What follows belongs to an exercise in optimizing a design on an open flow for small area; a production flow would make more cautious choices.
Function was checked by simulation only, so behaviour that the tests miss may differ from the original.
Power and IR drop assume default switching activity.

File: design/flow/design.v
package fg_pkg;
  typedef enum logic [1:0] {
    ST_IDLE = 2'd0,
    ST_RISE = 2'd1,
    ST_ON   = 2'd2,
    ST_FALL = 2'd3
  } fg_state_e;
  function automatic integer ch_idx_w(input integer n);
    ch_idx_w = (n > 1) ? $clog2(n) : 1;
  endfunction
  function automatic integer cfg_w(input integer cb, input integer w);
    cfg_w = 2 * cb + 3 * w + 2;
  endfunction
endpackage
module fg_slope_channel #(
  parameter int CB = 32,
  parameter int W  = 16
) (
  input  logic                  clk_i,
  input  logic                  rst_i,
  input  logic                  clk_en_i,
  input  logic                  sync_i,
  input  logic                  pending_i,
  input  logic [2*CB+3*W+1:0]   shadow_i,
  output logic                  commit_o,
  output logic [W:0]            out_o,
  output logic                  period_start_o,
  output logic [1:0]            state_o
);
  localparam logic [CB-1:0] CNT_ONE = 1;
  fg_pkg::fg_state_e     state_q, state_d;
  logic [CB-1:0] cnt_q, cnt_d, period_q, period_d, on_q, on_d;
  logic [W-1:0]  val_q, val_d, kr_q, kr_d, kf_q, kf_d, amp_q, amp_d;
  logic          en_q, en_d, inv_q, inv_d, ps_q, ps_d;
  logic [W:0]    out_q, out_d;
  logic [W:0]    rise_sum;
  logic          wrap;
  always_comb begin
    period_d = period_q;
    on_d     = on_q;
    kr_d     = kr_q;
    kf_d     = kf_q;
    amp_d    = amp_q;
    en_d     = en_q;
    inv_d    = inv_q;
    state_d  = state_q;
    cnt_d    = cnt_q;
    val_d    = val_q;
    ps_d     = 1'b0;
    wrap     = sync_i || (cnt_q == period_q);
    rise_sum = {1'b0, val_q} + {1'b0, kr_q};
    commit_o = pending_i && (!en_q || (clk_en_i && wrap));
    if (commit_o) begin
      {period_d, on_d, kr_d, kf_d, amp_d, en_d, inv_d} = shadow_i;
    end
    if (!en_q) begin
      cnt_d   = '0;
      state_d = fg_pkg::ST_IDLE;
      val_d   = '0;
    end else if (clk_en_i) begin
      ps_d  = wrap;
      cnt_d = wrap ? '0 : cnt_q + CNT_ONE;
      case (state_q)
        fg_pkg::ST_IDLE: if (cnt_q == '0) state_d = fg_pkg::ST_RISE;
        fg_pkg::ST_RISE: begin
          if (cnt_q == on_q)          state_d = fg_pkg::ST_FALL;
          else if (val_q == amp_q)    state_d = fg_pkg::ST_ON;
          else if (cnt_q == period_q) state_d = fg_pkg::ST_IDLE;
        end
        fg_pkg::ST_ON: begin
          if (cnt_q == '0)        state_d = fg_pkg::ST_RISE;
          else if (cnt_q == on_q) state_d = fg_pkg::ST_FALL;
        end
        fg_pkg::ST_FALL: begin
          if (cnt_q == '0)      state_d = fg_pkg::ST_RISE;
          else if (val_q == '0) state_d = fg_pkg::ST_IDLE;
        end
        default: state_d = fg_pkg::ST_IDLE;
      endcase
      case (state_d)
        fg_pkg::ST_IDLE: val_d = '0;
        fg_pkg::ST_RISE: val_d = (rise_sum > {1'b0, amp_q}) ? amp_q : rise_sum[W-1:0];
        fg_pkg::ST_ON:   val_d = amp_q;
        fg_pkg::ST_FALL: val_d = (val_q < kf_q) ? '0 : val_q - kf_q;
        default: val_d = '0;
      endcase
    end
    out_d          = {1'b0, inv_q ? amp_q - val_q : val_q};
    out_o          = out_q;
    period_start_o = ps_q;
    state_o        = state_q;
  end
  always_ff @(posedge clk_i) begin
    if (rst_i) begin
      state_q  <= fg_pkg::ST_IDLE;
      cnt_q    <= '0;
      val_q    <= '0;
      period_q <= '0;
      on_q     <= '0;
      kr_q     <= '0;
      kf_q     <= '0;
      amp_q    <= '0;
      en_q     <= 1'b0;
      inv_q    <= 1'b0;
      ps_q     <= 1'b0;
      out_q    <= '0;
    end else begin
      state_q  <= state_d;
      cnt_q    <= cnt_d;
      val_q    <= val_d;
      period_q <= period_d;
      on_q     <= on_d;
      kr_q     <= kr_d;
      kf_q     <= kf_d;
      amp_q    <= amp_d;
      en_q     <= en_d;
      inv_q    <= inv_d;
      ps_q     <= ps_d;
      out_q    <= out_d;
    end
  end
endmodule
module fg_multi_waveform_gen #(
  parameter int CHANNELS          = 4,
  parameter int COUNTER_BITWIDTH  = 32,
  parameter int WAVEFORM_BITWIDTH = 16
) (
  input  logic                                         clk_i,
  input  logic                                         rst_i,
  input  logic                                         clk_en_i,
  input  logic                                         sync_i,
  input  logic                                         cfg_valid_i,
  output logic                                         cfg_ready_o,
  input  logic [fg_pkg::ch_idx_w(CHANNELS)-1:0]                cfg_ch_i,
  input  logic [COUNTER_BITWIDTH-1:0]                  cfg_period_i,
  input  logic [COUNTER_BITWIDTH-1:0]                  cfg_on_i,
  input  logic [WAVEFORM_BITWIDTH-1:0]                 cfg_k_rise_i,
  input  logic [WAVEFORM_BITWIDTH-1:0]                 cfg_k_fall_i,
  input  logic [WAVEFORM_BITWIDTH-1:0]                 cfg_amp_i,
  input  logic                                         cfg_en_i,
  input  logic                                         cfg_invert_i,
  output logic [CHANNELS*(WAVEFORM_BITWIDTH+1)-1:0]    out_o,
  output logic [CHANNELS-1:0]                          period_start_o
);
  localparam int CB   = COUNTER_BITWIDTH;
  localparam int W    = WAVEFORM_BITWIDTH;
  localparam int CFGW = fg_pkg::cfg_w(CB, W);
  logic [CHANNELS-1:0][CFGW-1:0] shadow_q, shadow_d;
  logic [CHANNELS-1:0]           pending_q, pending_d, commit;
  logic                          ch_ok, accept;
  always_comb begin
    ch_ok       = int'(cfg_ch_i) < CHANNELS;
    cfg_ready_o = 1'b1;
    if (ch_ok) cfg_ready_o = !pending_q[cfg_ch_i];
    accept    = cfg_valid_i && cfg_ready_o && ch_ok;
    shadow_d  = shadow_q;
    pending_d = pending_q & ~commit;
    if (accept) begin
      shadow_d[cfg_ch_i]  = {cfg_period_i, cfg_on_i, cfg_k_rise_i,
                             cfg_k_fall_i, cfg_amp_i, cfg_en_i,
                             cfg_invert_i};
      pending_d[cfg_ch_i] = 1'b1;
    end
  end
  always_ff @(posedge clk_i) begin
    if (rst_i) begin
      shadow_q  <= '0;
      pending_q <= '0;
    end else begin
      shadow_q  <= shadow_d;
      pending_q <= pending_d;
    end
  end
  for (genvar n = 0; n < CHANNELS; n++) begin : g_ch
    fg_slope_channel #(.CB(CB), .W(W)) u_ch (
      .clk_i          (clk_i),
      .rst_i          (rst_i),
      .clk_en_i       (clk_en_i),
      .sync_i         (sync_i),
      .pending_i      (pending_q[n]),
      .shadow_i       (shadow_q[n]),
      .commit_o       (commit[n]),
      .out_o          (out_o[n*(W+1) +: W+1]),
      .period_start_o (period_start_o[n]),
      .state_o        ()
    );
  end
endmodule
File: design/flow/run.sh
#!/bin/bash
# synth_recipe.tcl (not shown) runs the flow's synth.tcl, then flattens the netlist and writes it again
# the make line also repeats each setting of config.mk as NAME=value (left out here)
make -C /OpenROAD-flow-scripts/flow DESIGN_CONFIG=/design/flow/config.mk WORK_HOME=/design/flow/orfs CLKGATE_MAP_FILE= SYNTH_SCRIPT=/design/flow/synth_recipe.tcl finish
File: design/flow/config.mk
export PLATFORM = sky130hd
export DESIGN_NAME = fg_multi_waveform_gen
export DESIGN_NICKNAME = fg_multi_waveform_gen
export VERILOG_FILES = /design/flow/design.v
export SDC_FILE = /design/flow/constraint.sdc
export NUM_CORES = 4
export LEC_CHECK = 0
export CAP_MARGIN = 20
export CORE_MARGIN = 2
export CORE_UTILIZATION = 40
export SLEW_MARGIN = 20
File: design/flow/constraint.sdc
create_clock -name core_clock -period 6.0 [get_ports {clk_i}]
set_input_delay 1.2000 -clock core_clock [delete_from_list [all_inputs] [get_ports {clk_i}]]
set_output_delay 1.2000 -clock core_clock [all_outputs]
set_load 0.01 [all_outputs]
==> impl_metrics.env <==
export IMPL_drv_slew=0
export IMPL_timing_max_cap_violations=0
export IMPL_worstPathRequired_ns=6.67
export IMPL_drc=0
export IMPL_wl_per_cell_um=25.5
export IMPL_cts_buffers=138
export IMPL_p_comb_share_pct=12.4
export IMPL_grt_start_max_net_pins=205
export IMPL_vias_per_cell=5.91
export IMPL_place_congestion=1.07
export IMPL_core_area_mm2=0.157
export IMPL_fmax_mhz=197
export IMPL_synth_edff_count=0
export IMPL_finalNetCount=8409
export IMPL_layout_cells_most_common="nand2_1"
export IMPL_hold_worst_slack_ns=0.444
export IMPL_cts_root_buffer="clkbuf_16"
export IMPL_relSlewSlack_pct=17.8
export IMPL_final_cell_mix="nand2_1, dfxtp_1, nor2_1, a21oi_1, xor2_1"
export IMPL_rsz0062_at_grt="false"
export IMPL_clock_sinks=1184
export IMPL_drtAntennaViolNets=0
export IMPL_ys_seq_elements=1184
export IMPL_fin_crit_sh_pct=84.5
export IMPL_die_area_mm2=0.161
export IMPL_p_seq_share_pct=42.6
export IMPL_fp_dieH_um=401
export IMPL_p_sw_w=0.00532
export IMPL_critPathLaunch="g_ch[0].u_ch.val_q[0]$_SDFFE_PP0P_"
export IMPL_swShare_pct=28.1
export IMPL_r2r_start="g_ch[0].u_ch.val_q[0]$_SDFFE_PP0P_"
export IMPL_leakage_nw=27.1
export IMPL_tightest_slew_ns=1.23
export IMPL_async_flop_share_pct=0
export IMPL_yosysSeqAreaShare_pct=37.5
export IMPL_hp_class="flip-flop to flip-flop"
export IMPL_setup_violations=0
export IMPL_avgSynthCellArea_um2=7.82
export IMPL_grt_first_pass_wirelength_mm=377
export IMPL_pin_count=194
export IMPL_drt_iter0_drc=7000
export IMPL_ctsLongestPathBuffers=3
export IMPL_rows=145
export IMPL_drive_gt1_share_pct=7.20
export IMPL_crit_fanout=9
export IMPL_finalHoldViolations=0
export IMPL_final_util_pct=45.7
export IMPL_finalPower_w=0.0189
export IMPL_drt_wl_total_mm=260
export IMPL_cellPowerDensity_mw_per_mm2=264
export IMPL_antenna_found_initial=12
export IMPL_postCtsSetupBuffers=0
export IMPL_clock_skew_ns=0.0286
export IMPL_hold_buffers=0
export IMPL_rrSetupSlack_ns=0.93
export IMPL_track_usage_pct=31.0
export IMPL_ctsResizeCount=0
export IMPL_worstSetupPathType="flip-flop to flip-flop"
export IMPL_max_vdd_ir_drop_mv=0.320
export IMPL_cp_arrival_ns=5.74
export IMPL_clk_pin_slew_ns=0.06
export IMPL_p_int_w=0.0136
export IMPL_crit_path_start_kind="flip-flop"
export IMPL_status="finished clean"
export IMPL_min_from="shadow_q[417]$_SDFFE_PP0P_"
export IMPL_synth_cells=8079
export IMPL_htreeDepth=4
export IMPL_grt_pass1_vias=55800
export IMPL_yosysUniqueCellTypes=90
export IMPL_p_clk_share_pct=45.0
export IMPL_num_vias=60200
export IMPL_overflow=0
export IMPL_dp_hpwl_mm=192
export IMPL_io_buffer_count=189
export IMPL_floorplan_initialDensity_pct=40.3
export IMPL_clk_latency_ns=0.79
export IMPL_crit_path_end_kind="flip-flop"
export IMPL_ys_warn_count=2
export IMPL_dr_pass1_iters=8
export IMPL_period_minus_slack_ns=5.07
export IMPL_synth_ff_type="dfxtp_1"
export IMPL_area_growth_pct=13.4
export IMPL_syn_area_mm2=0.0632
export IMPL_cts_tree="built"
export IMPL_fp_dieW_um=401
export IMPL_tns_ns=0
## power groups by stage
stage	sequential [W]	combinational [W]	clock [W]
finish	0.00805	0.00234	0.00852
global route	0.00806	0.00238	0.00893
CTS	0.00805	0.00225	0.00861
detailed placement	0.00822	0.00224	0
global placement	0.00822	0.00225	0
floorplan	0.00818	0.00110	0
## through the flow
stage               worst slack (ns)  std cells  cell area [um^2]
finish                         0.932      10200             71600
global route                   0.608      10200             71600
CTS                             1.01      10200             71600
detailed placement             0.740       9928             67100
global placement               0.752       9927             67100
floorplan                      0.989       8082             63200
## cell type report
type                    instances  area (um^2)
diodes                          6         15.0
well taps                    2058         2570
inverters                     276         1040
repair buffers                381         3500
flip-flops and latches       1184        23700
multi-input cells            6029        36300
clock buffers                 200         4040
fillers                     15600        84900
clock inverters                42          465
## cell usage after synthesis, drive strengths merged (113+ instances only)
library cell | n | share of area [%]
xor2 | 338 | 4.7
o21ai | 240 | 1.9
nor3 | 126 | 1.0
xnor2 | 151 | 2.1
nand2 | 1411 | 8.4
dfxtp | 1184 | 38
a22oi | 291 | 3.5
a21oi | 913 | 7.2
ha | 266 | 5.3
inv | 274 | 1.6
nor4 | 113 | 1.1
clkbuf | 496 | 2.9
nor2 | 1033 | 6.1
## critical path: stages (launching register included)
cell and delay [ns]:
dfxtp_1 0.35, ha_1 0.22, fa_1 0.43, a211oi_1 0.24, nor2_1 0.14, o21ai_0 0.27
o21ai_0 0.14, a211oi_1 0.27, nor2_1 0.10, ha_1 0.29, a211oi_1 0.24, nor2_1 0.07
nor3_1 0.13, nor2_1 0.07, o41ai_1 0.33, and4b_1 0.33, nor4b_4 0.60, buf_4 0.30
a222oi_1 0.11, a221oi_1 0.31
## state kept, by name, summed over array words and instances (netlist names)
| name | flops |
|---|---|
| pending_q | 4 |
| shadow_q | 456 |
| g_ch.u_ch.cnt_q | 128 |
| g_ch.u_ch.kf_q | 64 |
| g_ch.u_ch.ps_q | 4 |
| g_ch.u_ch.amp_q | 64 |
| g_ch.u_ch.out_q | 64 |
| g_ch.u_ch.en_q | 4 |
| g_ch.u_ch.inv_q | 4 |
| g_ch.u_ch.val_q | 64 |
| g_ch.u_ch.kr_q | 64 |
| g_ch.u_ch.on_q | 128 |
| g_ch.u_ch.state_q | 8 |
| g_ch.u_ch.period_q | 128 |
## metal layers
layer	up-vias	global-route usage, %	wire length (um)
met5	-	0	76
met4	10	14.1	12700
met3	564	5.26	21100
met2	2671	46.6	111000
met1	29000	43.4	114000
li1	27900	-	-
## final timing paths
kind / to / depth (start not counted)
max: g_ch[0].u_ch.val_q[4]$_SDFFE_PP0P_ / 19
min reg2reg: g_ch[3].u_ch.on_q[25]$_SDFFE_PP0P_ / 2
max reg2reg: g_ch[0].u_ch.val_q[4]$_SDFFE_PP0P_ / 19
min: g_ch[3].u_ch.on_q[25]$_SDFFE_PP0P_ / 2
## kinds of logic after synthesis
family	count (synthesis)	share of synthesized area, %
adders and majority gates	278	5.65
and+or+nand+nor	3102	20.8
AOI/OAI and AO/OA	1963	19.5
muxes	193	4.31
buffers and inverters	869	5.38
other	1	0.00594
DFF	1184	37.5
xor gates and xnor gates	489	6.78

[what the ideal ports hide]
Ports are ideal in the flow. The routed layout listed here was re-timed in OpenROAD.
Step 1: set_driving_cell puts a clkbuf_16 on clk_i and a buf_2 on each other input, an assumption about the parent block.
Step 2 times the ports against the registers' clock, not the clock port: input delays grow and output delays shrink by t, the midpoint of the rising clock arrivals with the driver on.
a / b / c = ideal ports / drivers / drivers and shift; a / b = the first two.
shift t [ns]: 0.861
setup slack, ns: 0.932 / 0.932 / 0.507
worst setup path after step 2: input to register
slew at the worst register clock pin (ns): 0.07 / 0.07
After both steps setup and hold are still met in this run. For this run, drivers alone change the setup slack by 0.000 ns; drivers and shift together by -0.425 ns.
